Source: an optimization exercise on an open RTL-to-GDS flow (aim: small area, a short achievable clock period and few clock cycles per item). Production flows keep margins and buffers that such runs may drop. At most, simulation tests tie the RTL to the original design; equivalence was not proved.

## series_eval_engine
module series_eval_engine #(
    parameter int WIDTH = 16,
    parameter int TERMS = 4
) (
    input  logic             clk,
    input  logic             rst,
    input  logic             start,
    input  logic [WIDTH-1:0] x,
    input  logic             coef_wr,
    input  logic [2:0]       coef_addr,
    input  logic [WIDTH-1:0] coef_data,
    output logic             busy,
    output logic             done,
    output logic [WIDTH-1:0] result,
    output logic             ovf
);
    localparam int NSQ  = 46;
    localparam int NMUL = 46;
    localparam int NADD = 48;
    localparam int NSUB = 48;
    logic        busy_q;
    logic        v0_q, v1a_q, v1_q, v2a_q, v2_q, v3a_q, v3_q, v4a_q, v4_q, v5a_q, done_q;
    logic [23:0] c0_q, c1_q, c2_q, c3_q;     
    logic        w1v_q, w2v_q, w3v_q, w4v_q, w5v_q, w6v_q, w7v_q, w8v_q;
    logic [1:0]  w1a_q, w2a_q, w3a_q, w4a_q, w5a_q, w6a_q;
    logic [15:0] w1d_q, w2d_q, w3d_q, w4d_q, w5d_q, w6d_q, w7d_q, w8d_q;
    logic [15:0]     x0_q;
    logic [NSQ-1:0]  sqcs_q;   logic sqci_q;
    logic [NMUL-1:0] t0cs_q;   logic t0ci_q;
    logic [15:0]     x1a_q;
    logic [23:0]     x2e1_q;
    logic [15:0]     x1_q, acc1_q;
    logic [NMUL-1:0] p3cs_q;   logic p3ci_q;
    logic [23:0]     x2e2a_q;
  ...
Size: ~5900 cells after synthesis, roughly 960 flip-flops, roughly 58 I/O pins, ~74000 sq um of cells after synthesis.
export LEC_CHECK = 0
export CAP_MARGIN = 20
export CORE_MARGIN = 2
export CORE_UTILIZATION = 65
export SLEW_MARGIN = 20
export SYNTH_HIERARCHICAL = 1
create_clock -name core_clock -period 11.0 [get_ports {clk}]
standard.sh (not shown) runs the stock make flow with config.mk's settings and CLKGATE_MAP_FILE= SYNTH_SCRIPT=/design/flow/synth_recipe.tcl, a recipe that flattens the netlist after the stock synthesis.
==> flow/flow/run.sh <==
#!/bin/bash
# The standard layout, except that the port buffers are buf_4 cells
# (buffer_ports otherwise picks a slow delay buffer, which then sets the
# period through the output paths).
set -euo pipefail
export BUFFER_PORTS_ARGS="-buffer_cell sky130_fd_sc_hd__buf_4"
bash standard.sh > standard_flow.log 2>&1
Then changed:
Settings changed: CAP_MARGIN 20 to 50, SLEW_MARGIN 20 to 75.
Flip-flop and latch count is unchanged.
Cell count increases by 0.99%.
Setup slack is better by 0.13 ns.
Utilization increases by 2.2 points.
Area after synthesis does not change.
Die area is unchanged.
Design area increases by 3.1%.
Clock-buffer cell count increases by 1.
Function was not checked in any run of this note: the RTL went through the layout flow alone.

== oak ==
series_eval_engine, a different RTL version from the one above (not shown whole).
For scale: roughly 5,900 cells after synthesis, about 58 I/O pins.
clock: 11.0 ns
lec_check: 0
cap_margin: 50
core_margin: 2
core_utilization: 75
cts_cluster_diameter: 100
cts_cluster_size: 30
slew_margin: 75
synth_hierarchical: 1
Scripts as last shown in full above: flow/flow/run.sh
The flow did not stop early for oak: all stages ran, and the layout cleared the timing, design-rule and antenna checks.
Testbench counts of oak, summed over its fixed seeds: cycles 1,752, items 1,536.
Inputs modified between oak and pine:
Settings: CTS_CLUSTER_DIAMETER no longer set, was 100; CORE_UTILIZATION now 65, was 75; CTS_CLUSTER_SIZE no longer set, was 30.
Findings:
pine: full flow OK, the timing, design-rule and antenna checks passed
Re flip-flop and latch count: no difference whatsoever between oak and pine.
Summary of pine over oak: delay of the slowest critical-path stage has remained practically unchanged; effective utilization at floorplan went down 10 points; required time of the critical path held.
#### Input delta (birch over pine)
Settings: setting CTS_CLUSTER_DIAMETER to 60 for the first time; changing CORE_UTILIZATION from 65 to 75; setting CTS_CLUSTER_SIZE to 40 for the first time.
==> results.txt <==
birch completed every stage of the flow, and the final layout passed the timing, design-rule and antenna checks. Status: number of stages on the worst setup path parity (birch, pine). birch against pine: post-route cell area shows a reduction of 1100 sq um; cell count after placement shows a reduction of 234; setup slack of the critical path after layout shows an increase of 0.017 ns; first-pass GRT wire length shows a reduction of 5800 um. birch vs pine — detailed-placement wirelength estimate dropped about 2.7%. On detailed route wirelength on metal2, the higher figure sits with pine, not birch. Post-CTS setup-driven buffer insertion count: birch vs pine, no meaningful difference. On birch: wire length per cell is about 1.8% higher than what pine gave.

Starting RTL as in the previous note.
clock: 11.0 ns
lec_check: 0
cap_margin: 50
core_margin: 2
core_utilization: 75
cts_cluster_diameter: 60
cts_cluster_size: 50
slew_margin: 75
synth_hierarchical: 1
Scripts as last shown in full above: flow/flow/run.sh
Testbench counts at the start, summed over its fixed seeds: cycles 1,752, items 1,536.
Next try:
CORE_UTILIZATION = 82   (was 75)
CTS_CLUSTER_SIZE = 40   (was 50)
Effect: Setup slack got worse by 0.15 ns. Via count climbs by a few percent. Sequential cell count stays the same. First-iteration DRC count rose by a quarter to a third. Wire length increases by a few percent.

old:
Starting RTL as in the previous note.
clock: 11.0 ns
lec_check: 0
cap_margin: 50
core_margin: 2
core_utilization: 75
cts_cluster_diameter: 60
cts_cluster_size: 40
slew_margin: 75
synth_hierarchical: 1
==> flow/flow/run.sh <==
#!/bin/bash
set -euo pipefail
export BUFFER_PORTS_ARGS="-buffer_cell sky130_fd_sc_hd__buf_4"
export SETUP_SLACK_MARGIN=7.75
bash standard.sh > standard_flow.log 2>&1
Testbench counts of old, summed over its fixed seeds: cycles 1,752, items 1,536.
diff inputs: old => new
==> flow/flow/run.sh <==
#!/bin/bash
# The standard layout, except that the port buffers are buf_4 cells
# (buffer_ports otherwise picks a slow delay buffer, which then sets the
# period through the output paths).
set -euo pipefail
export BUFFER_PORTS_ARGS="-buffer_cell sky130_fd_sc_hd__buf_4"
bash standard.sh > standard_flow.log 2>&1
-- flow/config.mk --
<<< old, line 7
export LEC_CHECK = 0
export CAP_MARGIN = 50
export CORE_MARGIN = 2
>>> new, line 7
export LEC_CHECK = 0
export CAP_MARGIN = 60
export CORE_MARGIN = 2
<<< old, line 12
export CTS_CLUSTER_SIZE = 40
export SLEW_MARGIN = 75
export SYNTH_HIERARCHICAL = 1
>>> new, line 12
export CTS_CLUSTER_SIZE = 40
export SLEW_MARGIN = 85
export SYNTH_HIERARCHICAL = 1
[summary]
Summary of new over old: final instance area up about 9%, post-detailed-routing wire length grew by about 13%, mean post-synth cell area neither gained nor lost much, area of the placeable core neither gained nor lost much, count of buffers added by post-CTS timing repair for setup saw a decrease.

[separate check: timing with driven ports]
In the flow no input, the clock included, has a driving cell. The finished layouts below were timed again as built, in two steps. Step 1 sets driving cells, clkbuf_16 on the clock port and buf_2 on the other inputs (assumed; they add their load-dependent delay and slew). Step 2 also shifts input and output timing later by t, the mid clock arrival at the registers, as if the neighbouring blocks saw the same clock. a / b / c = no drivers / after step 1 / after step 2; a / b = the first two.
| run | t, ns | setup slack, ns | hold WS [ns] |
|---|---|---|---|
| the first run of note 1 | 0.776 | 7.307 / 7.307 / 7.307 | 0.317 / 0.317 / 0.317 |
| the second run of note 1 | 0.771 | 7.436 / 7.359 / 7.577 | 0.304 / 0.304 / 0.304 |
| oak | 0.706 | 7.605 / 7.533 / 7.672 | 0.323 / 0.323 / 0.323 |
| pine | 0.765 | 7.559 / 7.483 / 7.702 | 0.319 / 0.319 / 0.319 |
| birch | 0.747 | 7.575 / 7.502 / 7.703 | 0.289 / 0.289 / 0.289 |
| the first run of note 3 | 0.747 | 7.575 / 7.502 / 7.703 | 0.289 / 0.289 / 0.289 |
| the second run of note 3 | 0.746 | 7.429 / 7.429 / 7.429 | 0.318 / 0.318 / 0.318 |
| old | 0.742 | 7.561 / 7.492 / 7.800 | 0.309 / 0.309 / 0.309 |
| new | 0.756 | 7.551 / 7.477 / 7.600 | 0.287 / 0.287 / 0.287 |
After both steps setup and hold are still met in every run listed.
